This is an optimization exercise on Yosys and OpenROAD, whose aim is small area, a short achievable clock period and few clock cycles per item, not a production implementation.
Function was checked by simulation only, so behaviour that the tests miss may differ from the original.

<file path="flow/config.mk">
export PLATFORM = sky130hd
export DESIGN_NAME = encoder_accelerated_value
export DESIGN_NICKNAME = encoder_accelerated_value
export VERILOG_FILES = /design/flow/design.v
export SDC_FILE = /design/flow/constraint.sdc
export NUM_CORES = 4
export LEC_CHECK = 0
export ABC_AREA = 1
export CAP_MARGIN = 20
export CORE_MARGIN = 2
export CORE_UTILIZATION = 30
export SETUP_SLACK_MARGIN = 4
export SLEW_MARGIN = 20
export TNS_END_PERCENT = 10
</file>
<file path="flow/constraint.sdc">
create_clock -name core_clock -period 10.0 [get_ports {aclk}]
set_input_delay 2.0000 -clock core_clock [delete_from_list [all_inputs] [get_ports {aclk}]]
set_output_delay 2.0000 -clock core_clock [all_outputs]
set_load 0.01 [all_outputs]
</file>
<file path="flow/design.v">
package eav_pkg;
    localparam int DATA_W    = 32;               
    localparam int STEP_W    = 31;               
    localparam int RATIO_W   = 8;
    localparam int GAP_W     = 16;
    localparam int CFG_IDX_W = 2;
    localparam int M_DATA_W  = 64;
    localparam logic signed [DATA_W-1:0] MIN_VALUE_RST   = '0;
    localparam logic signed [DATA_W-1:0] MAX_VALUE_RST   = DATA_W'(10000);
    localparam logic [RATIO_W-1:0]       ACCEL_RATIO_RST = RATIO_W'(5);
    localparam logic [GAP_W-1:0]         ACCEL_GAP_RST   = GAP_W'(10);
    localparam logic [1:0] TK_IDLE  = 2'd0;      
    localparam logic [1:0] TK_GROW  = 2'd2;      
    localparam logic [1:0] TK_DIV   = 2'd3;      
endpackage
module eav_padd #(
    parameter int W = 32
) (
    input  logic [W-1:0] a,
    input  logic [W-1:0] b,
    input  logic         cin,
    output logic [W-1:0] sum
);
    localparam int L = $clog2(W);
    logic [W-1:0] g, p, gg, pp, gn, pn;
    always_comb begin
        p  = a ^ b;
        g  = a & b;
        gg = g;
        pp = p;
        gg[0] = g[0] | (p[0] & cin);
        for (int l = 0; l < L; l++) begin
            gn = gg;
            pn = pp;
            for (int i = 0; i < W; i++) begin
                if ((i >> l) & 1) begin
                    gn[i] = gg[i] | (pp[i] & gg[((i >> l) << l) - 1]);
                    pn[i] = pp[i] & pp[((i >> l) << l) - 1];
                end
            end
            gg = gn;
            pp = pn;
        end
        sum = p ^ {gg[W-2:0], cin};
    end
endmodule
module eav_csign #(
    parameter int W = 32
) (
    input  logic [W-1:0] a,
    input  logic [W-1:0] b,
    input  logic [W-1:0] c,
    input  logic         cin,
    output logic         sign
);
    logic [W-1:0] s, k, sum;
    assign s = a ^ b ^ c;
    assign k = {((a[W-2:0] & b[W-2:0]) | (a[W-2:0] & c[W-2:0]) | (b[W-2:0] & c[W-2:0])), 1'b0};
    eav_padd #(.W(W)) u_add (.a(s), .b(k), .cin(cin), .sum(sum));
    assign sign = sum[W-1];
endmodule
module eav_benc (
    input  logic [7:0] b,
    output logic [3:0] one,
    output logic [3:0] two,
    output logic [3:0] neg,
    output logic       top,
    output logic       nz
);
    logic [8:0] bx;
    assign bx = {b, 1'b0};
    for (genvar k = 0; k < 4; k++) begin : g_dig
        assign one[k] = bx[2*k+1] ^ bx[2*k];
        assign two[k] = (bx[2*k+2] & !bx[2*k+1] & !bx[2*k]) | (!bx[2*k+2] & bx[2*k+1] & bx[2*k]);
        assign neg[k] = bx[2*k+2];
    end
    assign top = b[7];
    assign nz  = (b != 8'd0);
endmodule
module eav_mac #(
    parameter int W = 42
) (
    input  logic [32:0]  a,
    input  logic [3:0]   one,
    input  logic [3:0]   two,
    input  logic [3:0]   neg,
    input  logic         top,
    input  logic [W-1:0] x,
    output logic [W-1:0] s,
    output logic [W-1:0] c
);
    logic [W-1:0] r [0:13];
    logic [W-1:0] a1, a2;
    assign a1 = W'($signed(a));
    assign a2 = a1 << 1;
    for (genvar k = 0; k < 4; k++) begin : g_booth
        logic [W-1:0] m;
        assign m = ((a1 & {W{one[k]}}) | (a2 & {W{two[k]}})) ^ {W{neg[k]}};
        if (k == 0) begin : g_first
            assign r[k] = m;
        end else begin : g_rest
            assign r[k] = (m << (2*k)) | (W'(neg[k-1]) << (2*k-2));
        end
    end
    assign r[4] = ((a1 & {W{top}}) << 8) | (W'(neg[3]) << 6);
    assign r[5] = x;
    for (genvar k = 0; k < 4; k++) begin : g_csa
        assign r[6+2*k] = r[3*k] ^ r[3*k+1] ^ r[3*k+2];
        assign r[7+2*k] = ((r[3*k] & r[3*k+1]) | (r[3*k] & r[3*k+2])
                         | (r[3*k+1] & r[3*k+2])) << 1;
    end
    assign s = r[12];
    assign c = r[13];
endmodule
module eav_divk #(
    parameter int K = 2
) (
    input  logic [7:0]  ratio,
    input  logic [7:0]  rem_in,
    input  logic [31:0] quo_in,
    output logic [7:0]  rem_out,
    output logic [31:0] quo_out
);
    logic [7:0]  r [0:K];
    logic [31:0] q [0:K];
    assign r[0] = rem_in;
    assign q[0] = quo_in;
    for (genvar k = 0; k < K; k++) begin : g_step
        logic [9:0] t;
        eav_padd #(.W(10)) u_sub (
            .a   ({1'b0, r[k], q[k][31]}),
            .b   (~{2'b00, ratio}),
            .cin (1'b1),
            .sum (t)
        );
        assign r[k+1] = t[9] ? {r[k][6:0], q[k][31]} : t[7:0];
        assign q[k+1] = {q[k][30:0], !t[9]};
    end
    assign rem_out = r[K];
    assign quo_out = q[K];
endmodule
import eav_pkg::*;
module eav_dp (
    input  logic                          aclk,
    input  logic                          aresetn,
    input  logic                          cfg_valid,
    input  logic [eav_pkg::CFG_IDX_W-1:0] cfg_index,
    input  logic [eav_pkg::DATA_W-1:0]    cfg_data,
    input  logic                          s_tvalid,
    output logic                          s_tready,
    input  logic [eav_pkg::DATA_W-1:0]    s_tdata,
    input  logic                          s_tuser,
    output logic                          m_tvalid,
    input  logic                          m_tready,
    output logic [eav_pkg::M_DATA_W-1:0]  m_tdata,
    output logic                          m_tuser
);
    localparam logic [31:0] HI = 32'h7FFF_FFFF;
    localparam logic [31:0] LO = 32'h8000_0000;
    logic [31:0]  min_r, max_r;
    logic [7:0]   ratio_r;
    logic [15:0]  gap_r;
    logic [31:0]  last_r;        
    logic [31:0]  acc_r;
    logic [30:0]  step_r;
    logic         vcf_r;         
    logic [31:0]  vt_r;
    logic         clamped_r;
    logic         mv_r;
    logic         ib_v, ib_t, ib_z;
    logic [32:0]  ib_d;          
    logic         dneg, dovf;    
    logic [1:0]   pc;            
    logic [1:0]   tph;           
    logic [7:0]   rem_r;
    logic [3:0]   cnt_r;
    logic         f_pos, f_tk1, f_gch, f_grow, f_div;
    logic         f_astep;       
    logic [3:0]   b_one, b_two, b_neg;
    logic         b_top, b_nz;
    logic [7:0]   b_raw;         
    eav_benc u_benc (.b(b_raw), .one(b_one), .two(b_two), .neg(b_neg), .top(b_top), .nz(b_nz));
    logic         min_is_lo, max_is_hi, min_gt_max, max_lt1, ratio_ge2, ratio_z;
    logic [30:0]  maxc;          
    assign min_is_lo = (min_r == LO);
    assign max_is_hi = (max_r == HI);
    eav_csign #(.W(33)) u_mgt (
        .a({max_r[31], max_r}), .b(~{min_r[31], min_r}), .c(33'd0), .cin(1'b1), .sign(min_gt_max)
    );
    assign max_lt1    = max_r[31] || (max_r == 32'd0);
    assign maxc       = max_lt1 ? 31'd1 : max_r[30:0];
    assign ratio_ge2  = (ratio_r[7:1] != 7'd0);
    assign ratio_z    = (ratio_r == 8'd0);
    logic gap_hi_nz;
    assign gap_hi_nz  = (gap_r[15:8] != 8'd0);
    logic [35:0]  mac_x, mac_s, mac_c, v;
    logic [32:0]  mac_a;
    logic         tbig;
    assign tbig  = (step_r[30:8] != '0);
    assign mac_a = f_astep ? {2'b00, step_r} : ib_d;
    assign mac_x = ({36{f_pos}} & {{4{acc_r[31]}}, acc_r})
                 | ({36{f_gch && pc == 2'd2}} & {3'd0, ib_d[24:0], 8'd0});
    eav_mac #(.W(36)) u_mac (
        .a(mac_a), .one(b_one), .two(b_two), .neg(b_neg), .top(b_top),
        .x(mac_x), .s(mac_s), .c(mac_c)
    );
    eav_padd #(.W(36)) u_vsum (.a(mac_s), .b(mac_c), .cin(1'b0), .sum(v));
    logic [31:0] vc, moved;
    logic [32:0] dvc;
    assign vc = acc_r | {32{vcf_r}};
    eav_padd #(.W(33)) u_dvc (.a({vc[31], vc}), .b(~{vt_r[31], vt_r}), .cin(1'b1), .sum(dvc));
    logic [31:0] dlo;            
    logic [31:0] dor;
    always_comb begin
        dor = dvc[31:0];
        for (int l = 0; l < 5; l++)
            for (int i = 0; i < 32; i++)
                if ((i >> l) & 1)
                    dor[i] = dor[i] | dor[((i >> l) << l) - 1];
        dlo = {dor[30:0], 1'b0};
    end
    assign moved = dvc[31:0] ^ ({32{dvc[32]}} & dlo);
    logic [35:0] cmp_y;
    logic        lo_neg, hi_neg, tk_lt;
    assign cmp_y = f_pos ? {{4{min_r[31]}}, min_r} : {4'd0, moved};
    eav_csign #(.W(36)) u_lo (
        .a(mac_s), .b(mac_c), .c(~cmp_y), .cin(!f_grow), .sign(lo_neg)
    );
    assign tk_lt = lo_neg;
    eav_csign #(.W(36)) u_hi (
        .a(mac_s), .b(mac_c), .c(~{{4{max_r[31]}}, max_r}), .cin(1'b0), .sign(hi_neg)
    );
    logic [30:0] shz;
    logic [32:0] shd;
    logic        shrink;
    assign shz = f_grow ? maxc : step_r;
    eav_padd #(.W(33)) u_shr (.a({1'b0, moved}), .b(~{2'b00, shz}), .cin(1'b1), .sum(shd));
    assign shrink = shd[32];
    logic        last_ch, force_sat;
    always_comb begin
        case (pc)
            2'd0: last_ch = (step_r[30:8] == '0);
            2'd1: last_ch = (step_r[30:16] == '0);
            2'd2: last_ch = (step_r[30:24] == '0);
            default: last_ch = 1'b1;
        endcase
    end
    logic        big;
    logic [31:0] anz;            
    always_comb begin
        anz[31] = mac_a[31] ^ mac_a[32];
        for (int k = 30; k >= 0; k--)
            anz[k] = anz[k+1] | (mac_a[k] ^ mac_a[32]);
        big = 1'b0;
        for (int j = 1; j < 8; j++)
            big = big | (b_raw[j] & anz[32-j]);
    end
    assign force_sat = (dovf && b_nz) || big;
    logic        over, under, lo_hit, hi_hit, pos_last;
    logic [31:0] sat, fin;
    assign pos_last = last_ch || ib_z;
    logic        tk_last;
    assign tk_last = tbig ? (pc == 2'd2) : 1'b1;
    assign over  = force_sat ? !dneg : (!v[35] && (v[34:31] != '0));
    assign under = force_sat ?  dneg : ( v[35] && (v[34:31] != '1));
    assign sat   = over ? HI : under ? LO : v[31:0];
    assign lo_hit = under ? !min_is_lo : (over ? 1'b0 : lo_neg);
    assign hi_hit = lo_hit ? min_gt_max : (over ? !max_is_hi : (under ? 1'b0 : !hi_neg));
    assign fin   = hi_hit ? max_r : (lo_hit ? min_r : sat);
    logic [7:0]  rem_d;
    logic [31:0] quo_d;
    eav_divk #(.K(2)) u_div (.ratio(ratio_r), .rem_in(rem_r), .quo_in(vt_r), .rem_out(rem_d), .quo_out(quo_d));
    logic        step_ge_ratio, maxc_ge_ratio;
    assign step_ge_ratio = (step_r[30:9] != '0) || (step_r[8:0] >= {ratio_r, 1'b0});
    assign maxc_ge_ratio = (maxc[30:9] != '0) || (maxc[8:0] >= {ratio_r, 1'b0});
    logic        go, t_fin, t_div, t_grow, t_chunk;
    logic        s_one, s_maxc, s_v, s_quo;
    logic [30:0] dvd;
    logic        tbusy;
    assign tbusy = f_grow || f_div;
    assign go = ib_v && !tbusy && (!mv_r || m_tready);
    always_comb begin
        t_fin   = 1'b0;
        t_div   = 1'b0;
        t_grow  = 1'b0;
        t_chunk = 1'b0;
        s_one   = 1'b0;
        s_maxc  = 1'b0;
        s_v     = 1'b0;
        s_quo   = 1'b0;
        dvd     = step_r;
        if (f_pos) begin
            if (pos_last && !ib_z && (lo_hit || hi_hit))
                s_one = 1'b1;
        end else if (f_tk1 || f_gch) begin
            if (!tk_last) begin
                t_chunk = 1'b1;
            end else if (tk_lt && !force_sat) begin
                t_grow = 1'b1;
            end else if (shrink && ratio_ge2) begin
                if (step_ge_ratio) begin
                    t_div = 1'b1;
                end else begin
                    s_one = 1'b1;
                    t_fin = 1'b1;
                end
            end else begin
                t_fin = 1'b1;
            end
        end else if (f_grow) begin
            dvd = maxc;
            if (!hi_neg || big) begin
                if (shrink && ratio_ge2) begin
                    if (maxc_ge_ratio) begin
                        t_div = 1'b1;
                    end else begin
                        s_one = 1'b1;
                        t_fin = 1'b1;
                    end
                end else begin
                    s_maxc = 1'b1;
                    t_fin  = 1'b1;
                end
            end else begin
                t_fin = 1'b1;
                if (ratio_z)
                    s_one = 1'b1;
                else if (ratio_ge2 && tk_lt)
                    s_v = 1'b1;
            end
        end else if (f_div) begin
            if (cnt_r == 4'd0) begin
                t_fin = 1'b1;
                if (quo_d == 32'd0)
                    s_one = 1'b1;
                else
                    s_quo = 1'b1;
            end
        end
        if (!go && !tbusy) begin
            s_one  = 1'b0;
            s_maxc = 1'b0;
            s_v    = 1'b0;
            s_quo  = 1'b0;
        end
    end
    logic [2:0]  dvd_c;
    logic [31:0] dvd_w, dvd_sh;
    assign dvd_w = {1'b0, dvd};
    always_comb begin
        dvd_c = 3'd0;
        for (int k = 1; k < 8; k++)
            if (dvd_w[4*k +: 4] != 4'd0)
                dvd_c = 3'(k);
        dvd_sh = dvd_w << (4 * (7 - dvd_c));
    end
    logic        fin_item, leave, take, ib_load;
    logic [32:0] d_in, new_d;
    logic        new_z;
    assign fin_item = (f_pos && pos_last) || ((f_tk1 || f_gch || tbusy) && t_fin);
    assign leave    = go && (ib_t ? tk_last : pos_last);
    assign s_tready = !ib_v || leave;
    assign take     = s_tvalid && s_tready;
    eav_padd #(.W(33)) u_d (.a({s_tdata[31], s_tdata}), .b(~{last_r[31], last_r}), .cin(1'b1), .sum(d_in));
    assign new_d = s_tuser ? {17'd0, gap_r} : d_in;
    assign new_z = (s_tdata == last_r);
    assign ib_load = take;
    logic        ib_v_n, ib_t_n;
    logic [1:0]  pc_n, tph_n;
    logic [30:0] step_n;
    always_comb begin
        ib_v_n = take || (ib_v && !leave);
        ib_t_n = take ? s_tuser : ib_t;
        pc_n   = take ? 2'd0 : ((go && !leave) ? ((ib_t && pc == 2'd0 && !gap_hi_nz) ? 2'd2 : pc + 2'd1) : pc);
        tph_n  = tph;
        if (go && ib_t && t_grow)
            tph_n = TK_GROW;
        if ((go && ib_t) || tbusy) begin
            if (t_div)
                tph_n = TK_DIV;
            else if (t_fin)
                tph_n = TK_IDLE;
        end
        step_n = ({31{s_one}} & 31'd1) | ({31{s_maxc}} & maxc)
               | ({31{s_v}} & v[30:0]) | ({31{s_quo}} & quo_d[30:0])
               | ({31{!(s_one || s_maxc || s_v || s_quo)}} & step_r);
    end
    logic [7:0] e_val [0:9];
    assign e_val[0] = step_r[7:0];
    assign e_val[1] = step_r[15:8];
    assign e_val[2] = step_r[23:16];
    assign e_val[3] = {1'b0, step_r[30:24]};
    assign e_val[4] = ratio_r;
    assign e_val[5] = maxc[7:0];
    assign e_val[6] = v[7:0];
    assign e_val[7] = quo_d[7:0];
    assign e_val[8] = gap_r[15:8];
    assign e_val[9] = gap_r[7:0];
    logic [9:0] esel;
    always_comb begin
        esel = 10'd0;
        if (tph_n == TK_GROW)
            esel[4] = 1'b1;
        else if (ib_t_n && pc_n == 2'd1)
            esel[8] = 1'b1;
        else if (ib_t_n && pc_n == 2'd2)
            esel[9] = 1'b1;
        else if (pc_n != 2'd0)
            esel[pc_n] = 1'b1;
        else if (!(s_one || s_maxc || s_v || s_quo))
            esel[0] = 1'b1;
        else begin
            esel[5] = s_maxc;
            esel[6] = s_v;
            esel[7] = s_quo;
        end
    end
    logic [7:0] nb_raw;
    always_comb begin
        nb_raw = {7'd0, s_one && (tph_n != TK_GROW) && (pc_n == 2'd0)};
        for (int k = 0; k < 10; k++) begin
            nb_raw = nb_raw | ({8{esel[k]}} & e_val[k]);
        end
    end
    always_ff @(posedge aclk) begin
        if (!aresetn) begin
            min_r     <= MIN_VALUE_RST;
            max_r     <= MAX_VALUE_RST;
            ratio_r   <= ACCEL_RATIO_RST;
            gap_r     <= ACCEL_GAP_RST;
            last_r    <= '1;
            acc_r     <= '0;
            step_r    <= 31'd1;
            vcf_r     <= 1'b1;
            vt_r      <= '1;
            clamped_r <= 1'b0;
            mv_r      <= 1'b0;
            ib_v      <= 1'b0;
            tph       <= TK_IDLE;
            pc        <= 2'd0;
            f_pos     <= 1'b0;
            f_tk1     <= 1'b0;
            f_gch     <= 1'b0;
            f_grow    <= 1'b0;
            f_div     <= 1'b0;
            f_astep   <= 1'b0;
            b_raw     <= 8'd1;
        end else begin
            if (cfg_valid) begin
                case (cfg_index)
                    2'd0: min_r   <= cfg_data;
                    2'd1: max_r   <= cfg_data;
                    2'd2: ratio_r <= cfg_data[7:0];
                    default: gap_r <= cfg_data[15:0];
                endcase
            end
            ib_v   <= ib_v_n;
            ib_t   <= ib_t_n;
            pc     <= pc_n;
            tph    <= tph_n;
            step_r <= step_n;
            f_pos  <= ib_v_n && !ib_t_n && (tph_n == TK_IDLE);
            f_tk1  <= ib_v_n &&  ib_t_n && (tph_n == TK_IDLE) && (pc_n == 2'd0);
            f_gch  <= ib_v_n &&  ib_t_n && (tph_n == TK_IDLE) && (pc_n != 2'd0);
            f_grow <= (tph_n == TK_GROW);
            f_div  <= (tph_n == TK_DIV);
            f_astep <= (tph_n == TK_GROW)
                    || (ib_v_n && ib_t_n && (tph_n == TK_IDLE) && (pc_n != 2'd0) && tbig);
            b_raw  <= nb_raw;
            if (m_tready)
                mv_r <= 1'b0;
            if (take && !s_tuser)
                last_r <= s_tdata;
            if (ib_load) begin
                ib_z <= new_z;
                ib_d <= new_d;
                dneg <= new_d[32];
                dovf <= 1'b0;
            end
            if (go || tbusy)
                mv_r <= fin_item;
            if (go && f_pos) begin
                if (pos_last) begin
                    clamped_r <= 1'b0;
                    if (!ib_z) begin
                        acc_r     <= fin;
                        vcf_r     <= 1'b0;
                        clamped_r <= lo_hit || hi_hit;
                    end
                end else begin
                    acc_r <= sat;
                end
            end
            if (go && !leave && !ib_t) begin
                if (ib_d[32:24] != {9{ib_d[32]}}) begin
                    ib_d <= '0;
                    dovf <= 1'b1;
                end else begin
                    ib_d <= {ib_d[24:0], 8'd0};
                end
            end
            if ((go && ib_t) || tbusy) begin
                if (t_fin) begin
                    clamped_r <= 1'b0;
                    vt_r      <= vc;
                end
                if (t_chunk && pc == 2'd0)
                    ib_d <= '0;
                if (t_chunk && pc == 2'd1)
                    ib_d <= (force_sat || v[35:24] != '0) ? 33'h0_0100_0000 : {9'd0, v[23:0]};
                if (t_div) begin
                    vt_r  <= dvd_sh;
                    rem_r <= 8'd0;
                    cnt_r <= {dvd_c, 1'b1};
                end else if (f_div && !t_fin) begin
                    vt_r  <= quo_d;
                    rem_r <= rem_d;
                    cnt_r <= cnt_r - 4'd1;
                end
            end
        end
    end
    assign m_tvalid = mv_r;
    assign m_tdata  = {1'b0, step_r, acc_r};
    assign m_tuser  = clamped_r;
endmodule
import eav_pkg::*;
module encoder_accelerated_value (
    input  logic                          aclk,
    input  logic                          aresetn,
    input  logic                          cfg_valid,
    output logic                          cfg_ready,
    input  logic [eav_pkg::CFG_IDX_W-1:0] cfg_index,
    input  logic [eav_pkg::DATA_W-1:0]    cfg_data,
    input  logic                          s_tvalid,
    output logic                          s_tready,
    input  logic [eav_pkg::DATA_W-1:0]    s_tdata,   
    input  logic                          s_tuser,   
    output logic                          m_tvalid,
    input  logic                          m_tready,
    output logic [eav_pkg::M_DATA_W-1:0]  m_tdata,   
    output logic                          m_tuser    
);
    assign cfg_ready = 1'b1;
    eav_dp u_dp (
        .aclk      (aclk),
        .aresetn   (aresetn),
        .cfg_valid (cfg_valid),
        .cfg_index (cfg_index),
        .cfg_data  (cfg_data),
        .s_tvalid  (s_tvalid),
        .s_tready  (s_tready),
        .s_tdata   (s_tdata),
        .s_tuser   (s_tuser),
        .m_tvalid  (m_tvalid),
        .m_tready  (m_tready),
        .m_tdata   (m_tdata),
        .m_tuser   (m_tuser)
    );
endmodule
</file>
<file path="flow/run.sh">
#!/bin/bash
# synth_recipe.tcl (not shown) runs the flow's synth.tcl, then flattens the netlist and writes it again
# the make line also repeats each setting of config.mk as NAME=value (left out here)
make -C /OpenROAD-flow-scripts/flow DESIGN_CONFIG=/design/flow/config.mk WORK_HOME=/design/flow/orfs CLKGATE_MAP_FILE= SYNTH_SCRIPT=/design/flow/synth_recipe.tcl finish
</file>
==> results.json, run 1 <==
{
  "synth.area.mux_share_pct": 0.02974,
  "synth.net_count": 5285,
  "finalCritPeriodShare_pct": 83.29,
  "cp.arrival_ns": 8.89,
  "rows": 122,
  "cts_buffer_depth": 3,
  "initial_core_util_pct": 30.33,
  "fin_cells": 6381,
  "postRouteAntennaNets": 0,
  "cp_num_buf_inv": 7,
  "dieWidth_um": 338.9,
  "cp_max_fo": 8,
  "timing.fmax_ghz": 0.1201,
  "slew_violations": 0,
  "synthToLayoutAreaGrowth_pct": 19.31,
  "cts_sinks": 286,
  "synth_ff_type": "dfxtp_1",
  "async_reset_ff_share_pct": 0,
  "drcViolationCount": 0,
  "final_common_cell": "nand2_1",
  "synth.avg_cell_area_um2": 7.169,
  "final_nets": 5447,
  "yosysWarnings": 10,
  "rsz0062_at_grt": "true",
  "cts.clk_slew.worst_paths_ns": 0.06,
  "crit_path_top_delay_cell": "fa_1",
  "r2r_start": "u_dp.vcf_r",
  "worst_setup_path_end_kind": "flop",
  "hold_path_end": "u_dp.vt_r[23]",
  "hold_violations": 0,
  "portBuffers": 137,
  "ctsHoldBuffers": 0,
  "yosys.area_share.adder_pct": 23.91,
  "grt_busiest_layer": "met2",
  "grtUsageMet1_pct": 33.64,
  "cts_made_buffers": 41,
  "cts_tree": "built",
  "yosys.area.top_type": "dfxtp_1",
  "final_area_um2": 40150,
  "path_common_cell": "nand2_2",
  "cap_viol_max_count": 0,
  "finalSetupViolations": 0,
  "tightest_slew_ns": 1.166,
  "insertion_delay_ns": 0.63,
  "status": "timing/DRC/antenna clean",
  "tns_ns": 0,
  "wire_per_inst_um": 25.95,
  "start_kind": "flop",
  "synth_simple_gate_area_share_pct": 18.99,
  "vias_per_cell": 5.696,
  "syn_area_um2": 33650,
  "slowest_delay_ns": 0.51,
  "die_y_um": 338.9,
  "postPlaceCellArea_um2": 36570,
  "grtUsageMet3_pct": 8.872,
  "skew_ns": 0.04712,
  "hp-start": "u_dp.vt_r[23]",
  "dr.first_iter.drc_count": 4658,
  "synth_edf_count": 49,
  "fillers": 11710,
  "grt.total_usage_pct": 28.02,
  "r2r-end": "u_dp.b_raw[2]",
  "netlist_top_cells_area": "dfxtp_1 14%, fa_1 12%, ha_1 12%",
  "slew_headroom_pct": 21.70,
  "hp-class": "flop to flop",
  "synth_seq_area_share_pct": 18.47,
  "rr_worst_depth": 45,
  "grt_max_degree": 81,
  "layout_min_cycle_time_ns": 8.329,
  "dp.cells": 6163,
  "yosysTopAreaCellShare_pct": 14.10,
  "grt_pass1_vias": 34610,
  "ys_types": 77,
  "pin_count": 140,
  "cts_max_level": 2,
  "post-dp-hpwl_um": 127200,
  "critPathRequiredTime_ns": 10.56,
  "rrSetupSlack_ns": 1.67,
  "ys_ff_latch": 286,
  "via_count": 36350,
  "synth_compound_area_share_pct": 21.97,
  "gp_congestion": 1.098,
  "grt_pass1_wl_um": 238800,
  "path_class": "flop to flop",
  "final_cell_mix": "812 x nand2_1, 640 x inv_1, 388 x o21ai_0",
  "synth_xor_area_share_pct": 5.982,
  "wirelength_um": 165600,
  "hold_depth": 2,
  "cts_root_buf": "clkbuf_16",
  "overflow": 0,
  "cp_top_family": "simple AND/OR/NAND/NOR gates",
  "synthCells": 4694,
  "drive_gt1_share_pct": 11.01,
  "first_pass_iters": 9,
  "met2_usage_pct": 41.27,
  "synth_top_family_by_area": "adder cells",
  "core_um2": 111000,
  "dieArea_um2": 114900,
  "antenna_found_initial": 13
}
-- layout make-up --
class                   count  area (um^2)  area share (%)
diodes                      6        15.01         0.03739
clock buffers              53         1195           2.976
clock inverters            21        236.5          0.5890
inverters                 692         2634           6.560
multi-input cells        3498        24750           61.64
flip-flops and latches    286         6243           15.55
well taps                1488         1862           4.637
repair buffers            334         3202           7.974
repair inverters            3        16.27         0.04051
-- per-stage QoR --
step           util, %  setup slack (ns)  hold slack (ns)
6_report         36.18             1.671           0.4657
5_1_grt          36.17             1.294           0.4867
4_1_cts          35.89             2.145           0.4668
3_5_place_dp     32.95            0.1276           0.4525
3_3_place_gp     32.95            0.2667           0.4521
2_1_floorplan        -             3.115           0.4343
-- worst max path at each step --
stage,startpoint,end,slack [ns],depth (start not counted)
2_1_floorplan,u_dp.vcf_r,u_dp.cnt_r[0],3.11,45
3_3_place_gp,u_dp.acc_r[0],u_dp.acc_r[28],0.27,47
3_5_place_dp,u_dp.vcf_r,u_dp.acc_r[28],0.13,44
4_1_cts,u_dp.vcf_r,u_dp.acc_r[24],2.14,50
5_1_grt,u_dp.vcf_r,u_dp.b_raw[1],1.29,50
6_report,u_dp.vcf_r,u_dp.b_raw[2],1.67,45
-- synthesized netlist by cell type (119+ instances only) --
library cell	number
o211ai_1	119
clkbuf_1	162
inv_1	659
a21oi_1	304
nand2_1	832
dfxtp_1	237
nand3_1	143
nor2_1	288
xor2_1	180
ha_1	312
o22ai_1	192
fa_1	207
o21ai_0	405
-- state kept, by name, summed over array words and instances (netlist names), 8 cells and up --
signal / count
u_dp.acc_r: 32
u_dp.b_raw: 8
u_dp.gap_r: 16
u_dp.ib_d: 33
u_dp.last_r: 32
u_dp.max_r: 32
u_dp.min_r: 32
u_dp.ratio_r: 8
u_dp.rem_r: 8
u_dp.step_r: 31
u_dp.vt_r: 32
-- cells by family (layout without fill, tap and decap cells) --
group | Yosys count | after routing
AO/OA/AOI/OAI | 1261 | 1261
other | 2 | 8
buffers and inverters | 920 | 1103
multiplexers | 1 | 1
flip-flops | 286 | 286
XOR/XNOR | 229 | 229
adder cells (fa/ha/maj) | 519 | 519
AND/OR/NAND/NOR | 1476 | 1486
-- tightest hold or removal path, delay by kind of cell (launching register included) --
kind            cells  cell delay, ns
flops               1            0.33
simple gates        1            0.04
compound gates      1            0.07
-- timing repair --
action	CTS	global route
resized for setup	155	51
endpoints found under the setup margin	163	163
buffers inserted	103	12
gates cloned	21	2
pin swaps	51	26
-- layer usage --
metal  part of all wire (%)  routed length [um]  vias up
met5                   0.24                 402        -
met4                    9.6               15870       12
met3                     12               19690      683
met2                     41               68000     2354
met1                     37               61640    17160
li1                       -                   -    16140
Testbench counts, summed over its fixed seeds: cycles 6,045, items 4,800.
==> run 2, diff against run 1 <==
--- a/flow/config.mk
+++ b/flow/config.mk
@@ -9,6 +9,6 @@
 export CAP_MARGIN = 20
 export CORE_MARGIN = 2
-export CORE_UTILIZATION = 30
+export CORE_UTILIZATION = 40
 export SETUP_SLACK_MARGIN = 4
 export SLEW_MARGIN = 20
-export TNS_END_PERCENT = 10
+export TNS_END_PERCENT = 25
==> results.json, run 2 <==
{
  "cts_made_buffers": 41,
  "cp_num_buf_inv": 19,
  "grt_pass1_vias": 33860,
  "worst_setup_path_end_kind": "flop",
  "cts_root_buf": "clkbuf_16",
  "post-dp-hpwl_um": 128000,
  "vias_per_cell": 6.082,
  "ctsHoldBuffers": 0,
  "start_kind": "flop",
  "rr_worst_depth": 46,
  "slew_headroom_pct": 19.02,
  "slew_violations": 0,
  "dieArea_um2": 86470,
  "dr.first_iter.drc_count": 4712,
  "register_area_um2": 6243,
  "dieWidth_um": 294.1,
  "synthCells": 4694,
  "cts_buffer_depth": 3,
  "async_reset_ff_share_pct": 0,
  "tightest_slew_ns": 1.204,
  "insertion_delay_ns": 0.62,
  "die_y_um": 294.1,
  "overflow": 0,
  "hp-class": "flop to flop",
  "via_count": 36340,
  "synth_edf_count": 49,
  "layout_min_cycle_time_ns": 8.036,
  "drcViolationCount": 0,
  "ys_ff_latch": 286,
  "synth.most_common_cell": "nand2_1",
  "cts_tree": "built",
  "pin_count": 140,
  "yosysTopAreaCellShare_pct": 14.10,
  "wirelength_um": 166500,
  "grt_pass1_wl_um": 235900,
  "tns_ns": 0,
  "wire_per_inst_um": 27.87,
  "path_common_cell": "buf_4",
  "cp_max_fo": 12,
  "synthToLayoutAreaGrowth_pct": 19.51,
  "ys_types": 77,
  "grt_max_degree": 82,
  "critPathRequiredTime_ns": 10.26,
  "hold_depth": 2,
  "dp.cells": 5762,
  "core_um2": 83420,
  "cts_max_level": 2,
  "rrSetupSlack_ns": 1.96,
  "crit_cells": 46,
  "cp_top_family": "buffers and inverters",
  "finalCritPeriodShare_pct": 80.36,
  "skew_ns": 0.03974,
  "postRouteAntennaNets": 0,
  "synth.avg_cell_area_um2": 7.169,
  "cts.clk_slew.worst_paths_ns": 0.06,
  "first_pass_iters": 7,
  "yosysWarnings": 10,
  "final_common_cell": "nand2_1",
  "synth_ff_type": "dfxtp_1",
  "antenna_found_initial": 3,
  "timing.fmax_ghz": 0.1244,
  "path_class": "flop to flop",
  "synth_seq_area_share_pct": 18.47,
  "drive_gt1_share_pct": 11.44,
  "multi_input_area_um2": 24750,
  "hold_violations": 0,
  "rsz0062_at_grt": "true",
  "status": "timing/DRC/antenna clean",
  "crit_path_top_delay_cell": "fa_1",
  "slowest_delay_ns": 0.58,
  "post-place-ws_ns": 0.5073,
  "largest_reg_flops": 33,
  "syn_area_um2": 33650,
  "final_nets": 5453,
  "rows": 106,
  "largest_register": "u_dp.ib_d",
  "setup_ws_ns": 1.964,
  "cp.arrival_ns": 8.29,
  "initial_core_util_pct": 40.34,
  "grt.total_usage_pct": 37.38,
  "yosys.area.top_type": "dfxtp_1",
  "synth.net_count": 5285,
  "cts_sinks": 286,
  "gp_congestion": 1.060,
  "fillers": 8399,
  "netlist_top_cells_area": "dfxtp_1 14%, fa_1 12%, ha_1 12%",
  "finalSetupViolations": 0,
  "cap_viol_max_count": 0,
  "ys_top_cells_by_count": "832 x nand2_1, 659 x inv_1, 405 x o21ai_0, 312 x ha_1, 304 x a21oi_1",
  "portBuffers": 137,
  "fin_cells": 5974,
  "final_cell_mix": "798 x nand2_1, 642 x inv_1, 374 x o21ai_0"
}
-- run 2: cell counts after synthesis --
Identical to the previous run, type by type.
-- run 2: worst paths after layout --
check                     start             to
setup reg to reg   u_dp.vt_r[0]  u_dp.rem_r[2]
hold reg to reg   u_dp.vt_r[28]  u_dp.vt_r[28]
hold / removal    u_dp.vt_r[28]  u_dp.vt_r[28]
setup / recovery   u_dp.vt_r[0]  u_dp.rem_r[2]
-- run 2: timing repair --
item,CTS,global route
cloned,20,12
pin swaps,51,36
buffers inserted,80,25
gates resized for setup,165,100
setup endpoints to repair,163,166
-- run 2: worst reg2reg max path: cells and delay by family, from the launching register on --
kind / cells / cell delay, ns
AOI/OAI and AO/OA: 7 / 1.44
xor gates and xnor gates: 1 / 0.36
adders and majority gates: 5 / 1.94
buffers and inverters: 19 / 2.22
DFF: 1 / 0.42
and+or+nand+nor: 14 / 1.29
-- run 2: per-layer routing --
layer  up-vias  GRT usage (%)  wire length [um]
li1      16200              -                 -
met3       628          8.625             18610
met4         2          30.14             16350
met1     17090          46.83             63010
met5         -              0                12
met2      2412          54.91             68510
-- run 2: cell type report --
cell class,count,share of cell area (%)
multi-input combinational,3494,61.54
sequential,286,15.52
timing repair buffer,344,9.311
inverter,692,6.605
tap,1080,3.360
clock buffer,57,3.033
clock inverter,17,0.5600
timing repair inverter,3,0.05911
antenna,1,0.006222
-- run 2: cells by family after synthesis --
group / share of synthesized area (%)
AO/OA/AOI/OAI: 21.97
adder cells (fa/ha/maj): 23.91
buffers and inverters: 10.62
other: 0.02232
multiplexers: 0.02974
XOR/XNOR: 5.982
flip-flops: 18.47
AND/OR/NAND/NOR: 18.99
-- run 2: stage by stage --
step	hold slack [ns]	util (%)	instance area, um^2
6_report	0.4666	48.21	40220
5_1_grt	0.4993	48.21	40220
4_1_cts	0.4689	47.16	39350
3_5_place_dp	0.4519	43.36	36170
3_3_place_gp	0.4527	43.36	36170
2_1_floorplan	0.4343	-	33800
==> run 3, diff against run 2 <==
--- a/flow/config.mk
+++ b/flow/config.mk
@@ -10,5 +10,5 @@
 export CORE_MARGIN = 2
 export CORE_UTILIZATION = 40
-export SETUP_SLACK_MARGIN = 4
+export SETUP_SLACK_MARGIN = 3
 export SLEW_MARGIN = 20
-export TNS_END_PERCENT = 25
+export TNS_END_PERCENT = 10
==> results.json, run 3 <==
{
  "dieWidth_um": 294.1,
  "rows": 106,
  "finalSetupViolations": 0,
  "insertion_delay_ns": 0.61,
  "synth_xor_area_share_pct": 5.982,
  "yosys.area.top_type": "dfxtp_1",
  "pin_count": 140,
  "top_layer": "met5",
  "whs_ns": 0.4620,
  "synth_top_family_by_area": "adder cells",
  "async_reset_ff_share_pct": 0,
  "cts_made_buffers": 40,
  "rr_worst_depth": 47,
  "synth_compound_area_share_pct": 21.97,
  "vias_per_cell": 6.017,
  "wirelength_um": 163400,
  "synth_simple_gate_area_share_pct": 18.99,
  "cap_viol_max_count": 0,
  "grt_max_degree": 147,
  "hp-class": "flop to flop",
  "final_cell_mix": "810 x nand2_1, 642 x inv_1, 391 x o21ai_0",
  "status": "timing/DRC/antenna clean",
  "cts_buffer_depth": 3,
  "wire_per_inst_um": 27.37,
  "synth.most_common_cell": "nand2_1",
  "gp_congestion": 1.033,
  "slew_headroom_pct": 20.36,
  "synthCells": 4694,
  "first_pass_iters": 7,
  "largest_register": "u_dp.ib_d",
  "drive_gt1_share_pct": 10.84,
  "r2r-end": "u_dp.vt_r[20]",
  "cp.arrival_ns": 8.41,
  "portBuffers": 137,
  "synth_ff_type": "dfxtp_1",
  "finalCritPeriodShare_pct": 79.31,
  "overflow": 0,
  "cts.clk_slew.worst_paths_ns": 0.07,
  "synth_seq_area_share_pct": 18.47,
  "synth.net_count": 5285,
  "dieArea_um2": 86470,
  "r2r_start": "u_dp.acc_r[6]",
  "cp_max_fo": 8,
  "tns_ns": 0,
  "worst_setup_path_end_kind": "flop",
  "worstSetupStartpoint": "u_dp.acc_r[6]",
  "slew_violations": 0,
  "drcViolationCount": 0,
  "post-dp-hpwl_um": 125600,
  "dr_wl_met2_um": 68320,
  "cts_sinks": 286,
  "core_um2": 83420,
  "fillers": 8413,
  "wl_met1_um": 61940,
  "dr.first_iter.drc_count": 5137,
  "critPathRequiredTime_ns": 10.48,
  "multi_input_area_um2": 24670,
  "die_y_um": 294.1,
  "netlist_top_cells_area": "dfxtp_1 14%, fa_1 12%, ha_1 12%",
  "tightest_slew_ns": 1.186,
  "final_common_cell": "nand2_1",
  "yosysWarnings": 10,
  "ys_ff_latch": 286,
  "grt_pass1_vias": 32880,
  "via_count": 35910,
  "grt_pass1_wl_um": 229300,
  "largest_reg_flops": 33,
  "slowest_delay_ns": 0.53,
  "yosys.area_share.adder_pct": 23.91,
  "grt.total_usage_pct": 36.47,
  "synth_edf_count": 49,
  "synth.avg_cell_area_um2": 7.169,
  "finish.utilization_pct": 47.43,
  "rsz0062_at_grt": "true",
  "syn_area_um2": 33650,
  "synth.area.mux_share_pct": 0.02974,
  "final_nets": 5441,
  "register_area_um2": 6250,
  "antenna_found_initial": 10,
  "cts_tree": "built",
  "ys_types": 77,
  "rrSetupSlack_ns": 2.07,
  "path_class": "flop to flop",
  "ctsHoldBuffers": 0,
  "postRouteAntennaNets": 0,
  "met3WireLength_um": 18430,
  "cts_max_level": 2,
  "initial_core_util_pct": 40.34,
  "yosysTopAreaCellShare_pct": 14.10,
  "synthToLayoutAreaGrowth_pct": 17.58,
  "cp-endpoint": "u_dp.vt_r[20]",
  "start_kind": "flop",
  "crit_path_top_delay_cell": "fa_1",
  "cts_root_buf": "clkbuf_16",
  "layout_min_cycle_time_ns": 7.931,
  "hold_violations": 0,
  "skew_ns": 0.03265,
  "timing.fmax_ghz": 0.1261,
  "ys_top_cells_by_count": "832 x nand2_1, 659 x inv_1, 405 x o21ai_0, 312 x ha_1, 304 x a21oi_1"
}
run 3: metal layers:
metal  GRT usage [%]  vias to the layer above
li1                -                    16160
met1           46.14                    16830
met2           54.53                     2319
met3           8.331                      603
met4           26.28                        6
met5               0                        -
run 3: area by class of cell:
class	count	share of cell area [%]
diodes	8	0.05059
clock buffers	52	2.877
clock inverters	21	0.4933
inverters	692	6.707
multi-input cells	3494	62.35
flip-flops and latches	286	15.79
well taps	1080	3.415
repair buffers	331	8.231
repair inverters	5	0.08537
run 3: cells by family after synthesis:
kind of cell,count (synthesis)
adders and majority gates,519
DFF,286
and+or+nand+nor,1476
muxes,1
buffers and inverters,920
other,2
xor gates and xnor gates,229
AOI/OAI and AO/OA,1261
run 3: worst min path at each step:
stage,start,cells past startpoint,to,slack [ns]
2_1_floorplan,u_dp.vt_r[23],2,u_dp.vt_r[23],0.44
3_3_place_gp,u_dp.vt_r[25],2,u_dp.vt_r[25],0.45
3_5_place_dp,u_dp.vt_r[23],2,u_dp.vt_r[23],0.45
4_1_cts,u_dp.vt_r[25],2,u_dp.vt_r[25],0.47
5_1_grt,u_dp.vt_r[25],2,u_dp.vt_r[25],0.49
6_report,u_dp.vt_r[25],2,u_dp.vt_r[25],0.46
run 3: critical path: cells and delay by family, from the launching register on:
family          cells  cell delay (ns)
fa+ha+maj           4             1.57
xor+xnor            2             0.46
compound gates      6             0.54
buf+inv            11             1.19
flops               1             0.52
simple gates       24             3.49
run 3: repair_timing:
| item | 4_1_cts | 5_1_grt |
|---|---|---|
| resized for setup | 133 | 96 |
| cloned | 10 | 9 |
| setup buffers | 60 | 31 |
| setup endpoints to repair | 162 | 162 |
| hold endpoints to repair | 0 | 0 |
| pin swaps | 41 | 33 |
run 3: stage by stage:
stage	setup WS [ns]	cells	instance area, um^2
2_1_floorplan	3.044	4694	33700
3_3_place_gp	1.017	5778	36220
3_5_place_dp	1.039	5778	36220
4_1_cts	2.325	5921	38710
5_1_grt	1.770	5963	39560
6_report	2.069	5969	39570

afterwards: timing with drivers on the ports:
The flow's constraints put no driver on any port. The routed layouts listed below were extracted and timed again, unchanged, in two steps.
Step 1: set_driving_cell puts a clkbuf_16 on aclk and a buf_2 on each other input, an assumption about the parent block.
Step 2, shift: input delay + t, output delay - t, t = (earliest + latest rising clock arrival at the registers) / 2. This alone moves slack from input paths to output paths.
Three values: ideal, step 1, step 2; two values: the first two.
| run | t, ns | slack for setup (ns) | latest minus earliest clock arrival (ns) | worst data-port slew with drivers (ns) |
|---|---|---|---|---|
| run 1 | 0.677 | 1.671 / 1.671 / 1.671 | 0.050 / 0.050 | 0.10 |
| run 2 | 0.672 | 1.964 / 1.964 / 1.964 | 0.039 / 0.040 | 0.07 |
| run 3 | 0.669 | 2.069 / 2.069 / 2.069 | 0.033 / 0.032 | 0.06 |
After both steps setup and hold are still met in every run listed.
